This design comes from an exercise in tuning for small area, a short achievable clock period and few clock cycles per item on the open sky130 flow, not from production work.
Only simulation tests tie the RTL to the original design; equivalence was not proved.
No activity file was given, so power comes from the tool's default toggle rates.

==> design/flow/run.sh <==
#!/bin/bash
# synth_recipe.tcl (not shown) runs the flow's synth.tcl, then flattens the netlist and writes it again
# the make line also repeats each setting of config.mk as NAME=value (left out here)
make -C /OpenROAD-flow-scripts/flow DESIGN_CONFIG=/design/flow/config.mk WORK_HOME=/design/flow/orfs CLKGATE_MAP_FILE= SYNTH_SCRIPT=/design/flow/synth_recipe.tcl finish
==> design/flow/config.mk <==
export PLATFORM = sky130hd
export DESIGN_NAME = lfu_page_replacement_unit
export DESIGN_NICKNAME = lfu_page_replacement_unit
export VERILOG_FILES = /design/flow/design.v
export SDC_FILE = /design/flow/constraint.sdc
export NUM_CORES = 4
export LEC_CHECK = 0
export CAP_MARGIN = 40
export CORE_MARGIN = 2
export CORE_UTILIZATION = 25
export PLACE_DENSITY = 0.3
export SLEW_MARGIN = 40
==> design/flow/constraint.sdc <==
create_clock -name core_clock -period 7.0 [get_ports {clk}]
set_input_delay 1.4000 -clock core_clock [delete_from_list [all_inputs] [get_ports {clk}]]
set_output_delay 1.4000 -clock core_clock [all_outputs]
set_load 0.01 [all_outputs]
==> design/flow/design.v <==
`default_nettype none
package lfupr_pkg;
	localparam int ENTRIES   = 31;
	localparam int RANK_W    = 5;    
	localparam int CNT_W     = 4;    
	localparam int OCC_W     = 5;
	localparam int PAGE_BITS = 48;
	localparam int CAP_W     = 6;    
endpackage
`default_nettype wire
`default_nettype none
module lfupr_cell (
	input  wire                              clk,
	input  wire                              arst_n,
	input  wire  [lfupr_pkg::PAGE_BITS-1:0]  req_page,   
	input  wire  [lfupr_pkg::PAGE_BITS-1:0]  wr_page,    
	input  wire  [lfupr_pkg::CNT_W-1:0]      c_min,
	input  wire                              go,         
	input  wire                              tgt,        
	input  wire  [lfupr_pkg::CNT_W-1:0]      c_add,
	input  wire  [lfupr_pkg::RANK_W-1:0]     r_add,
	input  wire                              rm_en,
	input  wire  [lfupr_pkg::CNT_W-1:0]      c_rm,
	input  wire  [lfupr_pkg::RANK_W-1:0]     r_rm,
	output logic                             valid,
	output logic                             match,
	output logic                             vic,
	output logic [lfupr_pkg::PAGE_BITS-1:0]  page,
	output logic [lfupr_pkg::CNT_W-1:0]      cnt,
	output logic [lfupr_pkg::RANK_W-1:0]     rank
);
	logic                            valid_q;
	logic [lfupr_pkg::PAGE_BITS-1:0] page_q;
	logic [lfupr_pkg::CNT_W-1:0]     cnt_q;
	logic [lfupr_pkg::RANK_W-1:0]    rank_q;
	logic                            dec;
	assign valid = valid_q;
	assign page  = page_q;
	assign cnt   = cnt_q;
	assign rank  = rank_q;
	assign match = valid_q && (page_q == req_page);
	assign vic   = valid_q && (cnt_q == c_min) && (rank_q == '0);
	assign dec   = rm_en && (cnt_q == c_rm) && (rank_q > r_rm);
	always_ff @(posedge clk or negedge arst_n) begin
		if (!arst_n) begin
			valid_q <= 1'b0;
		end else if (go && tgt) begin
			valid_q <= 1'b1;
		end
	end
	always_ff @(posedge clk) begin
		if (go) begin
			if (tgt) begin
				cnt_q  <= c_add;
				rank_q <= r_add;
				page_q <= wr_page;   
			end else if (dec) begin
				rank_q <= rank_q - 1'b1;
			end
		end
	end
endmodule
`default_nettype wire
`default_nettype none
module lfu_page_replacement_unit (
	input  wire         clk,
	input  wire         arst_n,
	input  wire         s_tvalid,
	output logic        s_tready,
	input  wire  [47:0] s_tdata,    
	input  wire  [0:0]  s_tuser,    
	output logic        m_tvalid,
	input  wire         m_tready,
	output logic [55:0] m_tdata,    
	input  wire         cfg_valid,
	output logic        cfg_ready,
	input  wire  [6:0]  cfg_data    
);
	localparam int E  = lfupr_pkg::ENTRIES;
	localparam int PB = lfupr_pkg::PAGE_BITS;
	localparam int CW = lfupr_pkg::CNT_W;
	localparam int RW = lfupr_pkg::RANK_W;
	localparam int OW = lfupr_pkg::OCC_W;
	localparam int AW = lfupr_pkg::CAP_W;
	localparam int NL = 1 << CW;
	logic [E-1:0]     valid_v, match_v, vic_v;
	logic [PB-1:0]    page_a [E];
	logic [CW-1:0]    cnt_a  [E];
	logic [RW-1:0]    rank_a [E];
	logic [RW-1:0]    size_q [NL];
	logic [CW-1:0]    c_min_q;
	logic [OW-1:0]    occ_q;
	logic [AW-1:0]    cap_q;
	logic             x_valid_q, x_wr_q;
	logic [PB-1:0]    x_page_q;
	logic [E-1:0]     x_match_q;
	logic             o_valid_q;
	logic [49:0]      o_data_q;
	logic             go, take;
	logic             hit, miss, full, ev, ev_new, ins, stores;
	logic [CW-1:0]    c_old, c_new, c_add, c_rm;
	logic [RW-1:0]    r_old, r_rm, r_add;
	logic             rm_en;
	logic [E-1:0]     free_first, slot_v, tgt_v;
	logic [PB-1:0]    vic_page;
	logic             same_page;
	assign cfg_ready = 1'b1;
	assign go        = x_valid_q && (!o_valid_q || m_tready);
	assign s_tready  = !x_valid_q || go;
	assign take      = s_tvalid && s_tready;
	assign m_tvalid  = o_valid_q;
	assign m_tdata   = {6'd0, o_data_q};
	assign hit    = !x_wr_q && (|x_match_q);
	assign miss   = !x_wr_q && !(|x_match_q);
	assign full   = ({1'b0, occ_q} + 1'b1) >= cap_q;
	assign ev     = miss && full && (occ_q != '0);
	assign ev_new = miss && full && (occ_q == '0);
	assign ins    = miss && !full;
	assign stores = ev || ins;
	always_comb begin
		c_old = '0;
		r_old = '0;
		for (int j = 0; j < E; j++) begin
			c_old |= x_match_q[j] ? cnt_a[j]  : '0;
			r_old |= x_match_q[j] ? rank_a[j] : '0;
		end
	end
	assign c_new = (c_old == CW'(NL - 1)) ? c_old : c_old + 1'b1;
	always_comb begin
		logic seen;
		seen = 1'b0;
		for (int j = 0; j < E; j++) begin
			free_first[j] = !valid_v[j] && !seen;
			seen |= !valid_v[j];
		end
	end
	assign slot_v = full ? vic_v : free_first;
	assign tgt_v  = hit ? x_match_q : (stores ? slot_v : '0);
	assign c_add = hit ? c_new : '0;
	assign rm_en = hit || ev;
	assign c_rm  = hit ? c_old : c_min_q;
	assign r_rm  = hit ? r_old : '0;
	assign r_add = size_q[c_add] - RW'(rm_en && (c_add == c_rm));
	always_comb begin
		vic_page = '0;
		for (int j = 0; j < E; j++)
			vic_page |= vic_v[j] ? page_a[j] : '0;
	end
	for (genvar g = 0; g < E; g++) begin : g_cell
		lfupr_cell u_cell (
			.clk     (clk),
			.arst_n  (arst_n),
			.req_page(s_tdata),
			.wr_page (x_page_q),
			.c_min   (c_min_q),
			.go      (go),
			.tgt     (tgt_v[g]),
			.c_add   (c_add),
			.r_add   (r_add),
			.rm_en   (rm_en),
			.c_rm    (c_rm),
			.r_rm    (r_rm),
			.valid   (valid_v[g]),
			.match   (match_v[g]),
			.vic     (vic_v[g]),
			.page    (page_a[g]),
			.cnt     (cnt_a[g]),
			.rank    (rank_a[g])
		);
	end
	assign same_page = (s_tdata == x_page_q);
	always_ff @(posedge clk or negedge arst_n) begin
		if (!arst_n) begin
			x_valid_q <= 1'b0;
			o_valid_q <= 1'b0;
			occ_q     <= '0;
			c_min_q   <= '0;
			cap_q     <= AW'(32);
			for (int c = 0; c < NL; c++) size_q[c] <= '0;
		end else begin
			if (cfg_valid)
				cap_q <= (cfg_data > 7'd32) ? AW'(32) : AW'(cfg_data);
			if (take)
				x_valid_q <= 1'b1;
			else if (go)
				x_valid_q <= 1'b0;
			if (go)
				o_valid_q <= 1'b1;
			else if (m_tready)
				o_valid_q <= 1'b0;
			if (go) begin
				if (ins)
					occ_q <= occ_q + 1'b1;
				if (stores)
					c_min_q <= '0;
				else if (hit && c_old == c_min_q && c_old != CW'(NL - 1) && size_q[c_min_q] == RW'(1))
					c_min_q <= c_min_q + 1'b1;
				for (int c = 0; c < NL; c++) begin
					if (rm_en && CW'(c) == c_rm && !(CW'(c) == c_add))
						size_q[c] <= size_q[c] - 1'b1;
					else if ((hit || stores) && CW'(c) == c_add && !(rm_en && CW'(c) == c_rm))
						size_q[c] <= size_q[c] + 1'b1;
				end
			end
		end
	end
	always_ff @(posedge clk) begin
		if (take) begin
			x_wr_q    <= s_tuser[0];
			x_page_q  <= s_tdata;
			x_match_q <= (match_v & ~((go && stores) ? slot_v : '0))
			           | ((go && stores && same_page) ? slot_v : '0);
		end
		if (go) begin
			o_data_q <= '0;
			if (hit)
				o_data_q[0] <= 1'b1;
			else if (ev || ev_new) begin
				o_data_q[1]    <= 1'b1;
				o_data_q[49:2] <= ev_new ? x_page_q : vic_page;
			end
		end
	end
endmodule
`default_nettype wire
==> impl_metrics.env, run 1 <==
export IMPL_synth_area_per_cell_um2=12.6
export IMPL_grt_max_degree=80
export IMPL_setup_slack_ns=0.229
export IMPL_critPathMaxStageDelay_ns=0.78
export IMPL_wl_per_cell_um=63.1
export IMPL_synth_cells=8356
export IMPL_p_clk_share_pct=41.8
export IMPL_r2r_slack_ns=0.23
export IMPL_cts_buffers=272
export IMPL_drv_slew=0
export IMPL_cts_setup_buffers=0
export IMPL_worst_slew_pin_transition_ns=1.12
export IMPL_crit_chain="and4_1 -> and4_1 -> nand4_1 -> or3_1 -> nor2_1 -> nand4_1 -> or4_1 -> o21ai_0 -> a22o_1 -> nand2_1 -> inv_4 -> buf_12"
export IMPL_seqPwrFrac_pct=42.7
export IMPL_pwr_share_comb_pct=15.6
export IMPL_crit_type="flop to flop"
export IMPL_relSlewSlack_pct=25.1
export IMPL_cts_sinks=2025
export IMPL_r2r_start="g_cell[2].u_cell.valid_q"
export IMPL_hold_path_class="primary input to asynchronous set/reset pin"
export IMPL_critPathArrivalTime_ns=7.36
export IMPL_yosysMostFrequentCell="edfxtp_1"
export IMPL_finClkSkew_ns=0.0898
export IMPL_die_y_um=654
export IMPL_grt_pass1_wl_um=1140000
export IMPL_powerDensity_nw_per_um2=259
export IMPL_cts_path_max_buffers=4
export IMPL_yosysSeqAreaShare_pct=57.0
export IMPL_postCtsResizedCells=0
export IMPL_fin_crit_ns=6.77
export IMPL_synth_edf_count=1897
export IMPL_dp_slack_ns=0.469
export IMPL_ant_nets=0
export IMPL_dr_pass1_iters=9
export IMPL_syn2layout_area_growth_pct=23.8
export IMPL_async_reset_ff_share_pct=6.32
export IMPL_grt_pass1_vias=84600
export IMPL_yosysUniqueCellTypes=92
export IMPL_vias_per_cell=6.22
export IMPL_rsz0062_at_grt="false"
export IMPL_yosysTopAreaCellShare_pct=53.9
export IMPL_cts_root_buffer="clkbuf_16"
export IMPL_start_kind="flop"
export IMPL_portBuffers=112
export IMPL_dieArea_um2=428000
export IMPL_p_leak_nw=44.4
export IMPL_worst_skew_pair_late_latency_ns=1.01
export IMPL_initial_core_util_pct=25.1
export IMPL_fin_tns_setup_ns=0
export IMPL_finish_utilization_pct=31.1
export IMPL_reg2reg_to="g_cell[26].u_cell.page_q[36]"
export IMPL_num_rows=238
export IMPL_cp_end_kind="flop"
export IMPL_hpwl_um=718000
export IMPL_vias=92400
export IMPL_fp_dieW_um=654
export IMPL_max_clock_freq_mhz=148
export IMPL_synth_largest_area_cell="edfxtp_1"
export IMPL_place_congestion=1.06
export IMPL_synth_area_leaders="edfxtp_1 54%, xor2_1 8.6%, xnor2_1 6.2%, a221oi_1 3.1%, a22o_1 3.0%"
export IMPL_drc=0
export IMPL_drt_wl_total_um=939000
export IMPL_overflow=0
export IMPL_gr_usage_all_layers_pct=42.8
export IMPL_crit_start="g_cell[2].u_cell.valid_q"
export IMPL_endpoint="g_cell[26].u_cell.page_q[36]"
export IMPL_hold_viol=0
export IMPL_path_clk_slew_ns=0.06
export IMPL_cts_max_level=5
export IMPL_required_ns=7.58
export IMPL_yosys_top_cells_count="1,897 x edfxtp_1, 1,033 x xor2_1, 750 x xnor2_1"
export IMPL_p_int_mw=22.9
export IMPL_netSwitchingFraction_pct=32.3
export IMPL_ir_drop_uv=198
export IMPL_synthesis_area_um2=106000
export IMPL_antenna_found_initial=136
export IMPL_switching_power_mw=11.0
export IMPL_yosys_most_used_dff="edfxtp_1"
export IMPL_num_io_pins=120
export IMPL_cp_max_fo=52
export IMPL_drive_gt1_share_pct=18.6
export IMPL_synth_seq_cells=2025
export IMPL_final_nets=9276
export IMPL_maxCapViolations=0
export IMPL_status="finished clean"
export IMPL_cts_tree="yes"
export IMPL_cp_slowest_cell="or4_1"
export IMPL_core_um2=420000
export IMPL_period_share_pct=96.7
export IMPL_r2r_cells=12
export IMPL_drt_iter0_markers=16200
export IMPL_setup_viol_count_final=0
export IMPL_hold_buffers=0
export IMPL_yosysWarnings=7
export IMPL_final_fill_count=42300
## per-stage QoR
step / hold WS [ns] / instances / power (mW) / instance area, um^2
finish: 0.422 / 14900 / 33.9 / 131000
global route: 0.456 / 14800 / 34.3 / 131000
CTS: 0.395 / 14800 / 33.7 / 130000
detailed placement: 0.481 / 14300 / 19.7 / 122000
global placement: 0.483 / 14300 / 19.7 / 119000
floorplan: 0.455 / 8361 / 16.2 / 106000
## metal layers
metal	share of wire, %	wire length (um)	track usage (%)	vias to the layer above
met5	0.012	116	0	-
li1	-	-	-	33600
met1	38	354000	51.3	49800
met2	44	412000	65.6	7110
met4	11	98800	36.8	16
met3	7.9	74300	8.70	1887
## placed cells by master (no fill, tap or decap), types with 40 or more instances in the layout
cell                n
a21o_1             40
a21oi_1           192
a221oi_1          367
a222oi_1           62
a22o_1            363
a22oi_1           147
a31oi_1            43
buf_12             87
buf_2              65
buf_4             638
clkbuf_1           56
clkbuf_16         275
clkdlybuf4s50_1    63
clkinv_1           75
dfrtp_1           123
diode_2            77
edfxtp_1         1897
ha_1              248
inv_1             234
mux2i_1            53
nand2_1           209
nand2b_1           58
nand3_1            85
nand4_1           388
nor2_1            199
nor3_1            170
nor4_1            173
nor4_2             93
o211ai_1           41
o21ai_0           152
o22ai_1            59
xnor2_1           673
xnor2_2            64
xor2_1            874
xor2_2            135
## logic make-up after synthesis
family                     count (synthesis)  synth area share [%]
DFF                                     2025                  57.0
xor gates and xnor gates                1783                  14.8
AOI/OAI and AO/OA                       1761                  12.8
and+or+nand+nor                         1632                  8.53
buffers and inverters                    817                  2.98
adders and majority gates                265                  3.25
muxes                                     71                 0.693
other                                      2               0.00711
## power by group through the flow
stage          clock, mW  combinational [mW]  sequential, mW
2_1_floorplan          0                1.84            14.4
3_3_place_gp           0                4.97            14.7
3_5_place_dp           0                5.06            14.7
4_1_cts             14.2                5.08            14.4
5_1_grt             14.6                5.20            14.5
6_report            14.2                5.27            14.5
## state kept, by name, indices dropped and copies added (netlist names)
register,count
c_min_q,4
cap_q,6
g_cell.u_cell.cnt_q,124
g_cell.u_cell.page_q,1488
g_cell.u_cell.rank_q,155
g_cell.u_cell.valid_q,31
o_data_q,50
o_valid_q,1
occ_q,5
size_q,80
x_match_q,31
x_page_q,48
x_valid_q,1
x_wr_q,1
## critical path, delay by kind of cell, from the launching register on
kind / cells / cell delay (ns)
and+or+nand+nor: 8 / 3.49
AOI/OAI and AO/OA: 2 / 1.35
DFF: 1 / 0.67
buffers and inverters: 2 / 0.60
## final cells by class
type	instances	area [um^2]	share of cell area [%]
repair buffers	861	7630	5.83
flip-flops and latches	2025	60200	46.0
clock inverters	141	1210	0.929
diodes	77	193	0.147
well taps	5640	7060	5.40
inverters	271	1090	0.836
multi-input cells	5519	46200	35.3
clock buffers	340	7220	5.52
## how the worst min path moves through the flow
stage               slack [ns]           from  depth (start not counted)            end
floorplan                 0.45  size_q[14][4]                          1  size_q[14][4]
global placement          0.48      x_valid_q                          1      o_valid_q
detailed placement        0.48      x_valid_q                          1      o_valid_q
CTS                       0.40         arst_n                          1  size_q[14][1]
global route              0.46         arst_n                          1   size_q[5][3]
finish                    0.42         arst_n                          1  size_q[14][4]
Testbench counts, summed over its fixed seeds: cycles 16,032, items 16,000.
==> run 2, diff against run 1 <==
--- a/design/flow/design.v
+++ b/design/flow/design.v
@@ -94,8 +94,8 @@
 	logic             x_valid_q, x_wr_q;
 	logic [PB-1:0]    x_page_q;
 	logic [E-1:0]     x_match_q;
-	logic             o_valid_q;
-	logic [49:0]      o_data_q;
+	logic             o_valid_q, b_valid_q;
+	logic [49:0]      o_data_q, b_data_q, res;
 	logic             go, take;
 	logic             hit, miss, full, ev, ev_new, ins, stores;
 	logic [CW-1:0]    c_old, c_new, c_add, c_rm;
@@ -105,8 +105,8 @@
 	logic [PB-1:0]    vic_page;
 	logic             same_page;
 	assign cfg_ready = 1'b1;
-	assign go        = x_valid_q && (!o_valid_q || m_tready);
-	assign s_tready  = !x_valid_q || go;
+	assign go        = x_valid_q && !b_valid_q;
+	assign s_tready  = !x_valid_q || !b_valid_q;
 	assign take      = s_tvalid && s_tready;
 	assign m_tvalid  = o_valid_q;
 	assign m_tdata   = {6'd0, o_data_q};
@@ -126,12 +126,11 @@
 		end
 	end
 	assign c_new = (c_old == CW'(NL - 1)) ? c_old : c_old + 1'b1;
-	always_comb begin
-		logic seen;
-		seen = 1'b0;
-		for (int j = 0; j < E; j++) begin
-			free_first[j] = !valid_v[j] && !seen;
-			seen |= !valid_v[j];
+	for (genvar g = 0; g < E; g++) begin : g_free
+		if (g == 0) begin : g_0
+			assign free_first[g] = !valid_v[g];
+		end else begin : g_n
+			assign free_first[g] = !valid_v[g] && valid_v[g-1];
 		end
 	end
 	assign slot_v = full ? vic_v : free_first;
@@ -145,6 +144,15 @@
 		vic_page = '0;
 		for (int j = 0; j < E; j++)
 			vic_page |= vic_v[j] ? page_a[j] : '0;
+	end
+	always_comb begin
+		res = '0;
+		if (hit)
+			res[0] = 1'b1;
+		else if (ev || ev_new) begin
+			res[1]    = 1'b1;
+			res[49:2] = ev_new ? x_page_q : vic_page;
+		end
 	end
 	for (genvar g = 0; g < E; g++) begin : g_cell
 		lfupr_cell u_cell (
@@ -173,6 +181,7 @@
 		if (!arst_n) begin
 			x_valid_q <= 1'b0;
 			o_valid_q <= 1'b0;
+			b_valid_q <= 1'b0;
 			occ_q     <= '0;
 			c_min_q   <= '0;
 			cap_q     <= AW'(32);
@@ -184,10 +193,12 @@
 				x_valid_q <= 1'b1;
 			else if (go)
 				x_valid_q <= 1'b0;
-			if (go)
-				o_valid_q <= 1'b1;
-			else if (m_tready)
-				o_valid_q <= 1'b0;
+			if (!o_valid_q || m_tready) begin
+				o_valid_q <= b_valid_q || go;
+				b_valid_q <= 1'b0;
+			end else if (go) begin
+				b_valid_q <= 1'b1;
+			end
 			if (go) begin
 				if (ins)
 					occ_q <= occ_q + 1'b1;
@@ -211,15 +222,10 @@
 			x_match_q <= (match_v & ~((go && stores) ? slot_v : '0))
 			           | ((go && stores && same_page) ? slot_v : '0);
 		end
-		if (go) begin
-			o_data_q <= '0;
-			if (hit)
-				o_data_q[0] <= 1'b1;
-			else if (ev || ev_new) begin
-				o_data_q[1]    <= 1'b1;
-				o_data_q[49:2] <= ev_new ? x_page_q : vic_page;
-			end
-		end
+		if (!o_valid_q || m_tready)
+			o_data_q <= b_valid_q ? b_data_q : res;
+		if (go)
+			b_data_q <= res;
 	end
 endmodule
 `default_nettype wire
==> run 2 against run 1 <==
Compared with the run above: still clean; count of clock-buffer cells in the layout is 22 higher; wire length rose by 5.8%; setup slack improved by 0.091 ns; combinational power grew 11%; power up 5.9%; utilization barely moved; fmax grew 1.4%.
==> impl_metrics.env, run 2 <==
export IMPL_status="finished clean"
export IMPL_core_um2=431000
export IMPL_p_clk_share_pct=41.6
export IMPL_yosysSeqAreaShare_pct=57.1
export IMPL_max_clock_freq_mhz=150
export IMPL_powerDensity_nw_per_um2=268
export IMPL_vias=96400
export IMPL_dieArea_um2=438000
export IMPL_yosysWarnings=7
export IMPL_synthesis_area_um2=108000
export IMPL_drive_gt1_share_pct=18.6
export IMPL_period_share_pct=95.4
export IMPL_rsz0062_at_grt="false"
export IMPL_num_io_pins=120
export IMPL_overflow=0
export IMPL_maxCapViolations=0
export IMPL_post_dp_cell_area_um2=124000
export IMPL_postCtsResizedCells=0
export IMPL_finClkSkew_ns=0.0843
export IMPL_grt_max_degree=103
export IMPL_syn2layout_area_growth_pct=24.0
export IMPL_hold_viol=0
export IMPL_cp_max_fo=31
export IMPL_drc=0
export IMPL_cts_max_level=5
export IMPL_wl_per_cell_um=65.2
export IMPL_gr_usage_all_layers_pct=44.3
export IMPL_seqPwrFrac_pct=42.1
export IMPL_synth_area_leaders="edfxtp_1 54%, xor2_1 7.5%, xnor2_1 7.1%, dfrtp_1 3.0%, ha_1 2.9%"
export IMPL_final_nets=9526
export IMPL_holdWs_ns=0.438
export IMPL_drv_slew=0
export IMPL_crit_type="flop to flop"
export IMPL_p_leak_nw=45.5
export IMPL_worst_slew_pin_transition_ns=1.11
export IMPL_cts_tree="yes"
export IMPL_top_register="g_cell.u_cell.page_q"
export IMPL_drt_wl_total_um=994000
export IMPL_vias_per_cell=6.32
export IMPL_cts_sinks=2076
export IMPL_fin_total_pwr_mw=35.9
export IMPL_place_congestion=1.10
export IMPL_critPathArrivalTime_ns=7.35
export IMPL_dr_pass1_iters=9
export IMPL_hold_path_class="primary input to asynchronous set/reset pin"
export IMPL_yosys_most_used_dff="edfxtp_1"
export IMPL_drt_iter0_markers=18800
export IMPL_initial_core_util_pct=25.1
export IMPL_required_ns=7.67
export IMPL_fp_dieW_um=662
export IMPL_worst_skew_pair_late_latency_ns=1.02
export IMPL_p_int_mw=24.1
export IMPL_synth_largest_area_cell="edfxtp_1"
export IMPL_final_common_cell="edfxtp_1"
export IMPL_setup_viol_count_final=0
export IMPL_final_cell_area_um2=134000
export IMPL_cts_path_max_buffers=4
export IMPL_pwr_share_comb_pct=16.3
export IMPL_cts_buffers=281
export IMPL_path_clk_slew_ns=0.06
export IMPL_dp_slack_ns=0.204
export IMPL_top_regs="g_cell.u_cell.page_q: 1488 flops, g_cell.u_cell.rank_q: 155 flops, g_cell.u_cell.cnt_q: 124 flops"
export IMPL_relSlewSlack_pct=25.8
export IMPL_synth_cells=8567
export IMPL_num_rows=241
export IMPL_ant_nets=0
export IMPL_yosysUniqueCellTypes=91
export IMPL_ir_drop_uv=191
export IMPL_synth_seq_cells=2076
export IMPL_cts_root_buffer="clkbuf_16"
export IMPL_switching_power_mw=11.8
export IMPL_async_reset_ff_share_pct=6.21
export IMPL_fin_crit_ns=6.68
export IMPL_grt_pass1_wl_um=1200000
export IMPL_yosysTopAreaCellShare_pct=54.1
export IMPL_cp_end_kind="flop"
export IMPL_setup_slack_ns=0.320
export IMPL_yosys_top_cells_count="1,947 x edfxtp_1, 922 x xor2_1, 879 x xnor2_1"
export IMPL_yosysMostFrequentCell="edfxtp_1"
export IMPL_final_cell_mix="1,947 x edfxtp_1, 819 x xor2_1, 789 x xnor2_1"
export IMPL_antenna_found_initial=169
export IMPL_start_kind="flop"
export IMPL_largest_reg_flops=1488
export IMPL_die_y_um=662
export IMPL_portBuffers=112
export IMPL_grt_pass1_vias=87100
export IMPL_synth_edf_count=1947
export IMPL_hpwl_um=760000
export IMPL_netSwitchingFraction_pct=32.8
export IMPL_synth_area_per_cell_um2=12.6
## run 2: per-layer routing
layer | track usage (%) | vias to the layer above | routed length (um)
li1 | - | 34400 | -
met3 | 10.9 | 2331 | 90000
met5 | 0.244 | - | 221
met1 | 52.7 | 51400 | 369000
met2 | 65.6 | 8234 | 421000
met4 | 41.1 | 22 | 114000
## run 2: timing repair
action	4_1_cts	5_1_grt
buffers inserted	0	2
hold buffers	0	0
endpoints found under the setup margin	0	19
## run 2: worst max-delay path, cell delays in order (launching register included)
cell	delay, ns
edfxtp_1	0.70
a22oi_1	0.63
nand4_1	0.17
nor2_1	0.16
and2_2	0.29
inv_1	0.10
ha_1	0.35
inv_1	0.24
a21oi_1	0.19
a41oi_1	0.42
o31a_1	0.19
buf_4	0.17
nor2_1	0.07
a221o_1	0.36
a221oi_1	0.24
nand4_1	0.19
o21ai_0	0.23
ha_2	0.30
ha_1	0.31
o211ai_2	0.20
xnor2_4	0.23
buf_12	0.32
a21oi_1	0.15
## run 2: logic make-up (layout without fill, tap and decap cells)
kind of cell               Yosys count  after routing  synth area share (%)
buffers and inverters              797           1644                  2.97
xor gates and xnor gates          1802           1802                  14.6
muxes                               81             81                 0.797
other                                2            129               0.00695
and+or+nand+nor                   1734           1734                  8.78
AOI/OAI and AO/OA                 1810           1810                  12.6
DFF                               2076           2076                  57.1
adders and majority gates          265            265                  3.18
## run 2: path summary, 6_finish.rpt
path | slack [ns] | depth (start not counted) | end | startpoint
max | 0.32 | 22 | g_cell[9].u_cell.rank_q[4] | x_match_q[26]
min | 0.44 | 1 | g_cell[1].u_cell.valid_q | arst_n
max reg2reg | 0.32 | 22 | g_cell[9].u_cell.rank_q[4] | x_match_q[26]
min reg2reg | 0.51 | 2 | cap_q[5] | cap_q[5]
max in group asynchronous | 5.32 | 2 | b_valid_q | arst_n
min in group core_clock | 0.51 | 2 | cap_q[5] | cap_q[5]
## run 2: power groups by stage
stage,Clock [mW],Combinational [mW],Sequential (mW)
2_1_floorplan,0,2.06,14.9
3_3_place_gp,0,5.49,15.3
3_5_place_dp,0,5.59,15.3
4_1_cts,15.0,5.61,15.1
5_1_grt,15.4,5.77,15.1
6_report,14.9,5.86,15.1
## run 2: final cells by class
cell class,instances,area [um^2]
clock inverters,140,1360
well taps,5710,7140
multi-input cells,5699,46800
repair buffers,874,8080
flip-flops and latches,2076,61700
diodes,122,305
clock buffers,362,7590
fillers,43200,297000
inverters,268,1120
## run 2: through the flow
stage          std cells  utilization (%)  setup TNS, ns
2_1_floorplan       8572                -              0
3_3_place_gp       14600             28.3         -0.828
3_5_place_dp       14600             28.9              0
4_1_cts            15100             30.9              0
5_1_grt            15200             31.1              0
6_report           15300             31.1              0
Testbench counts of run 2, summed over its fixed seeds: cycles 16,032, items 16,000.
==> run 3, diff against run 2 <==
--- a/design/flow/config.mk
+++ b/design/flow/config.mk
@@ -9,4 +9,6 @@
 export CORE_MARGIN = 2
 export CORE_UTILIZATION = 25
 export PLACE_DENSITY = 0.3
+export SETUP_SLACK_MARGIN = 2.0
 export SLEW_MARGIN = 40
+export TNS_END_PERCENT = 5
==> run 3 against run 2 <==
Compared with the run above: still clean on timing, DRC and antenna; register-to-register slack improved by 1.3 ns; non-clock buffer count is 96 higher; count of clock-buffer cells in the layout up 5; sequential power about the same; critical endpoint is now o_data_q[19]; largest cell class unchanged; largest power group unchanged.
==> impl_metrics.env, run 3 <==
export IMPL_drv_slew=0
export IMPL_fp_dieW_um=662
export IMPL_final_cell_area_um2=135000
export IMPL_grt_max_degree=62
export IMPL_grt_pass1_wl_um=1200000
export IMPL_final_cell_mix="1,947 x edfxtp_1, 805 x xnor2_1, 805 x xor2_1"
export IMPL_dr_pass1_iters=9
export IMPL_holdWs_ns=0.392
export IMPL_vias=96600
export IMPL_cts_tree="yes"
export IMPL_critPathMaxStageDelay_ns=0.96
export IMPL_yosysUniqueCellTypes=91
export IMPL_initial_core_util_pct=25.1
export IMPL_synth_area_leaders="edfxtp_1 54%, xor2_1 7.5%, xnor2_1 7.1%, dfrtp_1 3.0%, ha_1 2.9%"
export IMPL_crit_type="flop to flop"
export IMPL_hold_viol=0
export IMPL_num_io_pins=120
export IMPL_hpwl_um=761000
export IMPL_num_rows=241
export IMPL_dieArea_um2=438000
export IMPL_drt_wl_total_um=993000
export IMPL_top_regs="g_cell.u_cell.page_q: 1488 flops, g_cell.u_cell.rank_q: 155 flops, g_cell.u_cell.cnt_q: 124 flops"
export IMPL_synth_seq_cells=2076
export IMPL_yosysWarnings=7
export IMPL_synth_area_per_cell_um2=12.6
export IMPL_relSlewSlack_pct=23.6
export IMPL_setup_viol_count_final=0
export IMPL_cp_end_kind="flop"
export IMPL_maxCapViolations=0
export IMPL_place_congestion=1.11
export IMPL_overflow=0
export IMPL_final_nets=9626
export IMPL_die_y_um=662
export IMPL_drc=0
export IMPL_crit_chain="buf_4 -> buf_4 -> xor2_1 -> nor4b_2 -> buf_4 -> buf_12 -> a22o_1 -> a221oi_2 -> buf_4 -> nand3_1 -> or4_1 -> o21ai_0 -> nor2_1 -> mux2_2"
export IMPL_largest_reg_flops=1488
export IMPL_cp_max_fo=22
export IMPL_post_dp_cell_area_um2=124000
export IMPL_p_leak_nw=45.9
export IMPL_path_clk_slew_ns=0.06
export IMPL_status="finished clean"
export IMPL_critPathMostFrequentCell="buf_4"
export IMPL_yosysTopAreaCellShare_pct=54.1
export IMPL_powerDensity_nw_per_um2=266
export IMPL_rsz0062_at_grt="true"
export IMPL_worst_skew_pair_late_latency_ns=1.04
export IMPL_cts_buffers=284
export IMPL_period_share_pct=76.9
export IMPL_cts_max_level=5
export IMPL_yosysSeqAreaShare_pct=57.1
export IMPL_portBuffers=112
export IMPL_critPathBufInv=5
export IMPL_final_common_cell="edfxtp_1"
export IMPL_top_register="g_cell.u_cell.page_q"
export IMPL_cts_sinks=2076
export IMPL_gr_usage_all_layers_pct=44.3
export IMPL_hold_path_class="primary input to asynchronous set/reset pin"
export IMPL_ir_drop_uv=184
export IMPL_fin_total_pwr_mw=36.0
export IMPL_yosys_most_used_dff="edfxtp_1"
export IMPL_synth_largest_area_cell="edfxtp_1"
export IMPL_yosysMostFrequentCell="edfxtp_1"
export IMPL_required_ns=7.74
export IMPL_cts_root_buffer="clkbuf_16"
export IMPL_max_clock_freq_mhz=186
export IMPL_drt_iter0_markers=18000
export IMPL_yosys_top_cells_count="1,947 x edfxtp_1, 922 x xor2_1, 879 x xnor2_1"
export IMPL_synth_edf_count=1947
export IMPL_ant_nets=0
export IMPL_drive_gt1_share_pct=20.0
export IMPL_syn2layout_area_growth_pct=25.0
export IMPL_grt_pass1_vias=87600
export IMPL_cp_slowest_cell="or4_1"
export IMPL_cp_top_family="buffers and inverters"
export IMPL_start_kind="flop"
export IMPL_wl_per_cell_um=64.6
export IMPL_fin_crit_ns=5.38
export IMPL_synthesis_area_um2=108000
export IMPL_cts_path_max_buffers=4
export IMPL_finClkSkew_ns=0.0786
export IMPL_critPathArrivalTime_ns=6.12
export IMPL_worst_slew_pin_transition_ns=1.14
export IMPL_fin_tns_setup_ns=0
export IMPL_async_reset_ff_share_pct=6.21
export IMPL_core_um2=431000
export IMPL_vias_per_cell=6.28
export IMPL_antenna_found_initial=170
export IMPL_synth_cells=8567
run 3: cell counts after synthesis:
Identical to the previous run, type by type.
run 3: layout make-up:
class                   instances  area (um^2)
clock buffers                 367         7620
diodes                        129          323
repair inverters                1         8.76
flip-flops and latches       2076        61700
well taps                    5710         7140
repair buffers                970         8950
inverters                     268         1230
multi-input cells            5699        47000
fillers                     43400       296000
clock inverters               146         1260
run 3: final timing paths:
kind | endpoint | slack [ns] | startpoint | depth (start not counted)
setup reg to reg | o_data_q[19] | 1.62 | c_min_q[0] | 14
setup / recovery | o_data_q[19] | 1.62 | c_min_q[0] | 14
hold / removal | g_cell[12].u_cell.valid_q | 0.39 | arst_n | 1
hold reg to reg | cap_q[5] | 0.51 | cap_q[5] | 2
max in group asynchronous | b_valid_q | 5.51 | arst_n | 2
min in group core_clock | cap_q[5] | 0.51 | cap_q[5] | 2
run 3: timing repair:
item                       in CTS  in global routing
gates cloned                    6                  0
hold buffers                    0                  0
pin swaps                      24                  5
setup endpoints to repair    1495               1102
setup buffers                  55                  2
gates resized for setup       120                 37
run 3: worst reg2reg max path: cells and delay by family (launching register included):
kind            cells  cell delay [ns]
compound gates      3             0.96
xor+xnor            1             0.49
buf+inv             5             1.44
flops               1             0.65
mux                 1             0.27
simple gates        4             1.34
run 3: where the power goes:
| part | switching [mW] | internal [mW] |
|---|---|---|
| Sequential | 0.829 | 14.3 |
| Clock | 6.56 | 8.25 |
| Combinational | 4.52 | 1.56 |
run 3: layer usage:
layer	part of all wire [%]	up-vias	GRT usage, %	wire length (um)
li1	-	34600	-	-
met1	37	51700	52.9	370000
met2	43	8009	65.9	423000
met3	9.1	2242	11.0	89900
met4	11	50	39.9	110000
met5	0.038	-	0.0111	375
run 3: kinds of logic after synthesis:
family / after synthesis / synth area share (%)
compound gates: 1810 / 12.6
xor+xnor: 1802 / 14.6
fa+ha+maj: 265 / 3.18
buf+inv: 797 / 2.97
flops: 2076 / 57.1
mux: 81 / 0.797
other cells: 2 / 0.00695
simple gates: 1734 / 8.78
run 3: metrics by stage:
step	instances	setup slack (ns)	util, %
after floorplan	8572	2.06	-
after global placement	14600	0.504	28.4
after detailed placement	14700	0.498	28.8
after CTS	15200	1.81	31.2
after global routing	15300	1.79	31.3
final	15400	1.62	31.4

[what the ideal ports hide]
Ports are ideal in the flow. The routed layouts listed here were re-timed in OpenROAD.
Step 1 assumes that a clkbuf_16 drives the clock port and a buf_2 every other input.
Step 2, shift: input delay + t, output delay - t, t = (earliest + latest rising clock arrival at the registers) / 2. This alone moves slack from input paths to output paths.
a / b / c = ideal / step 1 / step 2; a / b = the first two.
run | t, ns | setup slack, ns | clock arrival spread, ns | pins driven straight from the clock port
run 1 | 1.103 | 0.229 / 0.229 / 0.229 | 0.092 / 0.091 | 1
run 2 | 1.099 | 0.320 / 0.320 / 0.320 | 0.085 / 0.085 | 1
run 3 | 1.103 | 1.617 / 1.617 / 0.839 | 0.080 / 0.080 | 1
After both steps setup and hold are still met in every run listed. The setup slack of run 3, which loses most, moves by 0.000 ns with the drivers and by -0.778 ns with both steps.
